This is an optimization exercise on Yosys and OpenROAD, whose aim is small area, a short achievable clock period and few clock cycles, not a production implementation. Where RTL was checked, it was by simulation tests only, not by an equivalence proof against the original. No activity file was given, so power comes from the tool's default toggle rates.

Setup of run E:
==> flow/design.v <==
package moment_pkg;
   typedef logic [8-1:0]    pix_t;
   typedef logic [9-1:0]    coord_t;
   typedef logic [17-1:0]   addr_t;
   typedef logic [29-1:0] moment_t;
   typedef logic [13-1:0]   cent_t;
   typedef struct packed {
      coord_t img_dim;
      addr_t  start_addr;
   } img_cfg_t;
   typedef struct packed {
      coord_t x;
      coord_t y;
   } coord_pair_t;
   typedef struct packed {
      logic  en;
      addr_t addr;
   } mem_rd_t;
   typedef struct packed {
      moment_t m00;
      moment_t m10;
      moment_t m01;
   } moments_t;
   typedef struct packed {
      cent_t x_mc;
      cent_t y_mc;
   } centroid_t;
endpackage
`timescale 1ns/100ps
module moment_engine_top
(
   input  logic                                  clk,
   input  logic                                  rst_n,
   input  logic                                  req_i,
   input  logic [9+17-1:0] cfg_i,
   output logic                                  ack_o,
   output logic [17:0]               mem_rd_o,
   input  logic [8-1:0]              rdata_i,
   output logic [3*29-1:0]         moments_o,
   output logic [2*13-1:0]           centroid_o
);
   localparam int m00_w = 20;
   localparam int m1_w  = 25;
   localparam int row_w = 14;
   localparam int q_w   = 9;
   typedef enum logic [2:0] {
      st_idle,
      st_sq,
      st_add_lo,
      st_add_hi,
      st_read,
      st_drain,
      st_div,
      st_ack
   } state_t;
   state_t               state;
   logic                 rd_en;
   logic [11:0]          addr_lo;
   logic [4:0]           addr_hi;
   logic                 addr_c;
   logic [5:0]           x_cnt;
   logic [5:0]           y_cnt;
   logic                 row_first;
   logic                 img_first;
   logic                 v1;
   logic                 f1;
   logic                 l1;
   logic                 fi1;
   logic                 v2;
   logic                 f2;
   logic                 l2;
   logic                 g2;
   logic                 clr;
   logic                 f3;
   logic                 l3;
   logic [7:0]           pix_q;
   logic                 ld_m01;
   logic                 ld_m10;
   logic                 div_x;
   logic                 ack_q;
   logic [m00_w-1:0]     m00;
   logic [m1_w-1:0]      m10;
   logic [m1_w-1:0]      m01;
   logic [5:1]           m10_c;
   logic [5:1]           m01_c;
   logic [m1_w-1:0]      m10_op;
   logic [m1_w-1:0]      m01_op;
   logic [m1_w-1:0]      m10_sum;
   logic [m1_w-1:0]      m01_sum;
   logic [6:1]           m10_co;
   logic [6:1]           m01_co;
   logic [row_w-1:0]     row_sum;
   logic [m00_w-1:0]     rem;
   logic [5:0]           dvd_lo;
   logic [2*q_w-1:0]     quo;
   logic [5:0]           dim;
   logic [16:0]          start_addr;
   logic [11:0]          sq_m1;
   logic                 x_last;
   logic                 y_last;
   logic                 last_rd;
   logic                 drained;
   assign dim        = cfg_i[22:17];
   assign start_addr = cfg_i[16:0];
   assign x_last  = (x_cnt == 6'd1);
   assign y_last  = (y_cnt == 6'd1);
   assign last_rd = x_last && y_last;
   assign drained = !v1 && !v2 && (m01_c == '0);
   localparam logic [64*12-1:0] sq_table = {
      12'd3968,
      12'd3843,
      12'd3720,
      12'd3599,
      12'd3480,
      12'd3363,
      12'd3248,
      12'd3135,
      12'd3024,
      12'd2915,
      12'd2808,
      12'd2703,
      12'd2600,
      12'd2499,
      12'd2400,
      12'd2303,
      12'd2208,
      12'd2115,
      12'd2024,
      12'd1935,
      12'd1848,
      12'd1763,
      12'd1680,
      12'd1599,
      12'd1520,
      12'd1443,
      12'd1368,
      12'd1295,
      12'd1224,
      12'd1155,
      12'd1088,
      12'd1023,
      12'd960,
      12'd899,
      12'd840,
      12'd783,
      12'd728,
      12'd675,
      12'd624,
      12'd575,
      12'd528,
      12'd483,
      12'd440,
      12'd399,
      12'd360,
      12'd323,
      12'd288,
      12'd255,
      12'd224,
      12'd195,
      12'd168,
      12'd143,
      12'd120,
      12'd99,
      12'd80,
      12'd63,
      12'd48,
      12'd35,
      12'd24,
      12'd15,
      12'd8,
      12'd3,
      12'd0,
      12'd4095
   };
   assign sq_m1 = sq_table[12*x_cnt +: 12];
   always_ff @(posedge clk or negedge rst_n)
   begin
      if (!rst_n)
      begin
         state <= st_idle;
         rd_en <= 1'b0;
         ack_q <= 1'b0;
         v1    <= 1'b0;
         v2    <= 1'b0;
      end
      else
      begin
         v1 <= rd_en;
         v2 <= v1;
         case (state)
            st_idle:
               if (req_i)
                  state <= st_sq;
            st_sq:
               state <= st_add_lo;
            st_add_lo:
               state <= st_add_hi;
            st_add_hi:
            begin
               state <= st_read;
               rd_en <= 1'b1;
            end
            st_read:
               if (last_rd)
               begin
                  state <= st_drain;
                  rd_en <= 1'b0;
               end
            st_drain:
               if (drained)
                  state <= st_div;
            st_div:
               if (x_last && div_x)
               begin
                  state <= st_ack;
                  ack_q <= 1'b1;
               end
            default:
               if (!req_i)
               begin
                  state <= st_idle;
                  ack_q <= 1'b0;
               end
         endcase
      end
   end
   logic [11:0] lo_op;
   logic [12:0] lo_sum;
   logic [4:0]  hi_op;
   assign lo_op  = (state == st_add_lo) ? {y_cnt, x_cnt} :
                   (state == st_read)   ? 12'hfff : 12'h000;
   assign lo_sum = {1'b0, addr_lo} + {1'b0, lo_op};
   assign hi_op  = (state == st_add_hi) ? 5'(addr_c) :
                   ((state == st_read) && (addr_lo == '0)) ? 5'h1f : 5'h00;
   always_ff @(posedge clk)
   begin
      if (state == st_idle)
         {addr_hi, addr_lo} <= start_addr;
      else
      begin
         addr_lo <= lo_sum[11:0];
         addr_hi <= addr_hi + hi_op;
      end
      addr_c <= lo_sum[12];
   end
   always_ff @(posedge clk)
   begin
      case (state)
         st_idle:
         begin
            x_cnt <= dim;
            y_cnt <= dim;
         end
         st_sq:
            {y_cnt, x_cnt} <= sq_m1;
         st_add_lo:
         begin
            x_cnt             <= dim;
            y_cnt             <= dim;
            row_first         <= 1'b1;
            img_first         <= 1'b1;
         end
         st_read:
         begin
            img_first <= 1'b0;
            if (x_last)
            begin
               x_cnt     <= dim;
               y_cnt     <= y_cnt - 1'b1;
               row_first <= 1'b1;
            end
            else
            begin
               x_cnt     <= x_cnt - 1'b1;
               row_first <= 1'b0;
            end
         end
         st_drain:
         begin
            x_cnt <= 6'd9;
            div_x <= 1'b0;
         end
         st_div:
         begin
            x_cnt <= x_cnt - 1'b1;
            if (x_last)
            begin
               x_cnt <= 6'd9;
               div_x <= 1'b1;
            end
         end
         default:
            x_cnt <= dim;
      endcase
   end
   always_ff @(posedge clk)
   begin
      f1      <= row_first;
      l1      <= x_last;
      fi1     <= img_first;
      pix_q   <= rdata_i;
      f2      <= f1;
      l2      <= l1;
      clr     <= v1 && fi1;
      g2      <= v1 && !f1;
      f3      <= v2 && f2;
      l3      <= v2 && l2;
      row_sum <= (f2 ? row_w'(0) : row_sum) + row_w'(pix_q);
      m00     <= clr ? m00_w'(0) : m00 + (l3 ? m00_w'(row_sum) : m00_w'(0));
      m10     <= clr ? m1_w'(0)  : m10_sum;
      m10_c   <= clr ? 5'd0      : m10_co[5:1];
      m01     <= clr ? m1_w'(0)  : m01_sum;
      m01_c   <= clr ? 5'd0      : m01_co[5:1];
   end
   assign m10_op = g2 ? m1_w'(row_sum) : m1_w'(0);
   assign m01_op = f3 ? m1_w'(m00) : m1_w'(0);
   logic [m1_w:0] m10_rc;
   logic [m1_w:0] m01_rc;
   always_comb
   begin
      for (int i = 0; i < m1_w; i++)
      begin
         if (i == 0)
         begin
            m10_rc[i] = 1'b0;
            m01_rc[i] = 1'b0;
         end
         else if (i == 4 || i == 8 || i == 12 || i == 16 || i == 20)
         begin
            m10_co[i / 4] = m10_rc[i];
            m01_co[i / 4] = m01_rc[i];
            m10_rc[i] = m10_c[i / 4];
            m01_rc[i] = m01_c[i / 4];
         end
         m10_sum[i]  = m10[i] ^ m10_op[i] ^ m10_rc[i];
         m10_rc[i+1] = (m10[i] & m10_op[i]) | (m10[i] & m10_rc[i]) | (m10_op[i] & m10_rc[i]);
         m01_sum[i]  = m01[i] ^ m01_op[i] ^ m01_rc[i];
         m01_rc[i+1] = (m01[i] & m01_op[i]) | (m01[i] & m01_rc[i]) | (m01_op[i] & m01_rc[i]);
      end
      m10_co[6] = m10_rc[m1_w];
      m01_co[6] = m01_rc[m1_w];
   end
   logic [m1_w-1:0]   dvd;
   logic [m00_w:0]    trial;
   logic [m00_w+1:0]  diff;
   logic              q_bit;
   assign dvd   = ld_m01 ? m01 : m10;
   assign trial = {rem, dvd_lo[5]};
   assign diff  = {1'b0, trial} - {2'b0, m00};
   assign q_bit = !diff[m00_w+1] && (m00 != '0);
   always_ff @(posedge clk)
   begin
      ld_m01 <= ((state == st_read) && last_rd) || ((state == st_drain) && !drained);
      ld_m10 <= (state == st_div) && (x_cnt == 6'd2) && !div_x;
      if (ld_m01 || ld_m10)
      begin
         rem    <= m00_w'(dvd[m1_w-1:6]);
         dvd_lo <= dvd[5:0];
      end
      else
      begin
         rem    <= q_bit ? diff[m00_w-1:0] : trial[m00_w-1:0];
         dvd_lo <= {dvd_lo[4:0], 1'b0};
      end
      if (state == st_div)
         quo <= {quo[2*q_w-2:0], q_bit};
   end
   assign ack_o      = ack_q;
   assign mem_rd_o   = {rd_en, addr_hi, addr_lo};
   assign moments_o  = {9'd0, m00, 4'd0, m10, 4'd0, m01};
   assign centroid_o = {4'd0, quo[q_w-1:0], 4'd0, quo[2*q_w-1:q_w]};
endmodule
clock: 7.5 ns
lec_check: 0
cap_margin: 20
core_margin: 2
core_utilization: 60
setup_slack_margin: 4.8
slew_margin: 20
standard.sh (not shown) runs the stock make flow with config.mk's settings and CLKGATE_MAP_FILE= SYNTH_SCRIPT=/design/flow/synth_recipe.tcl, a recipe that flattens the netlist after the stock synthesis.
==> flow/flow/run.sh <==
#!/bin/bash
# Standard layout, with the port buffers made from the smallest buffer
# instead of the default pick; every port still gets its own buffer.
set -o pipefail
cp standard.sh standard.sh.txt
export BUFFER_PORTS_ARGS="-buffer_cell sky130_fd_sc_hd__buf_1"
bash standard.sh > standard.log 2>&1
Setup changes, run E to run D
--- a/flow/design.v
+++ b/flow/design.v
@@ -221,50 +221,38 @@
                   state <= st_idle;
                   ack_q <= 1'b0;
                end
          endcase
       end
    end
-   logic [11:0] lo_op;
-   logic [12:0] lo_sum;
-   logic [4:0]  hi_op;
-   assign lo_op  = (state == st_add_lo) ? {y_cnt, x_cnt} :
-                   (state == st_read)   ? 12'hfff : 12'h000;
-   assign lo_sum = {1'b0, addr_lo} + {1'b0, lo_op};
-   assign hi_op  = (state == st_add_hi) ? 5'(addr_c) :
-                   ((state == st_read) && (addr_lo == '0)) ? 5'h1f : 5'h00;
-   always_ff @(posedge clk)
-   begin
-      if (state == st_idle)
-         {addr_hi, addr_lo} <= start_addr;
-      else
-      begin
-         addr_lo <= lo_sum[11:0];
-         addr_hi <= addr_hi + hi_op;
-      end
-      addr_c <= lo_sum[12];
-   end
    always_ff @(posedge clk)
    begin
       case (state)
          st_idle:
          begin
-            x_cnt <= dim;
-            y_cnt <= dim;
+            {addr_hi, addr_lo} <= start_addr;
+            x_cnt              <= dim;
+            y_cnt              <= dim;
          end
          st_sq:
             {y_cnt, x_cnt} <= sq_m1;
          st_add_lo:
          begin
+            {addr_c, addr_lo} <= {1'b0, addr_lo} + {1'b0, y_cnt, x_cnt};
             x_cnt             <= dim;
             y_cnt             <= dim;
             row_first         <= 1'b1;
             img_first         <= 1'b1;
          end
+         st_add_hi:
+            addr_hi <= addr_hi + 5'(addr_c);
          st_read:
          begin
+            addr_lo   <= addr_lo - 1'b1;
+            if (addr_lo == '0)
+               addr_hi <= addr_hi - 1'b1;
             img_first <= 1'b0;
             if (x_last)
             begin
                x_cnt     <= dim;
                y_cnt     <= y_cnt - 1'b1;
                row_first <= 1'b1;
--- outcome ---
Run D: synthesized cell count is 45 lower than what run E reported.
Relative to run E, run D degrades setup slack after layout.
Run D and run E ended up with nearly the same met2 routing resource usage after global routing.
Of run D and run E, the run reporting the higher length of routed wiring on met1 was run E.
Run D has critical path depth below what run E had.
Sequential cell fraction of total power: run D > run E
Run E → run D: total power of the final layout decreased about 15%; number of H-tree branching levels level; part of the total power dissipated in combinational logic went down; routed wire length on met2 decreased 130 um.
Testbench counts of run D, summed over its fixed seeds: cycles 193,901.
For run E, only the layout was checked, not whether the RTL still works.

-- re-timing with driven ports --
How much do the figures lean on ideal ports? The routed layouts below were timed once more, with nothing changed but the port constraints.
Step 1 assumes that a clkbuf_16 drives the clock port and a buf_2 every other input.
Step 2 also shifts input and output timing later by t, the mid clock arrival at the registers, as if the neighbouring blocks saw the same clock.
a / b / c = no drivers / after step 1 / after step 2; a / b = the first two.
| run | t, ns | setup WS [ns] | latest minus earliest clock arrival (ns) |
|---|---|---|---|
| run E | 0.490 | 4.872 / 4.847 / 4.872 | 0.012 / 0.012 |
| run D | 0.485 | 4.829 / 4.783 / 4.901 | 0.017 / 0.016 |
After both steps setup and hold are still met in every run listed.
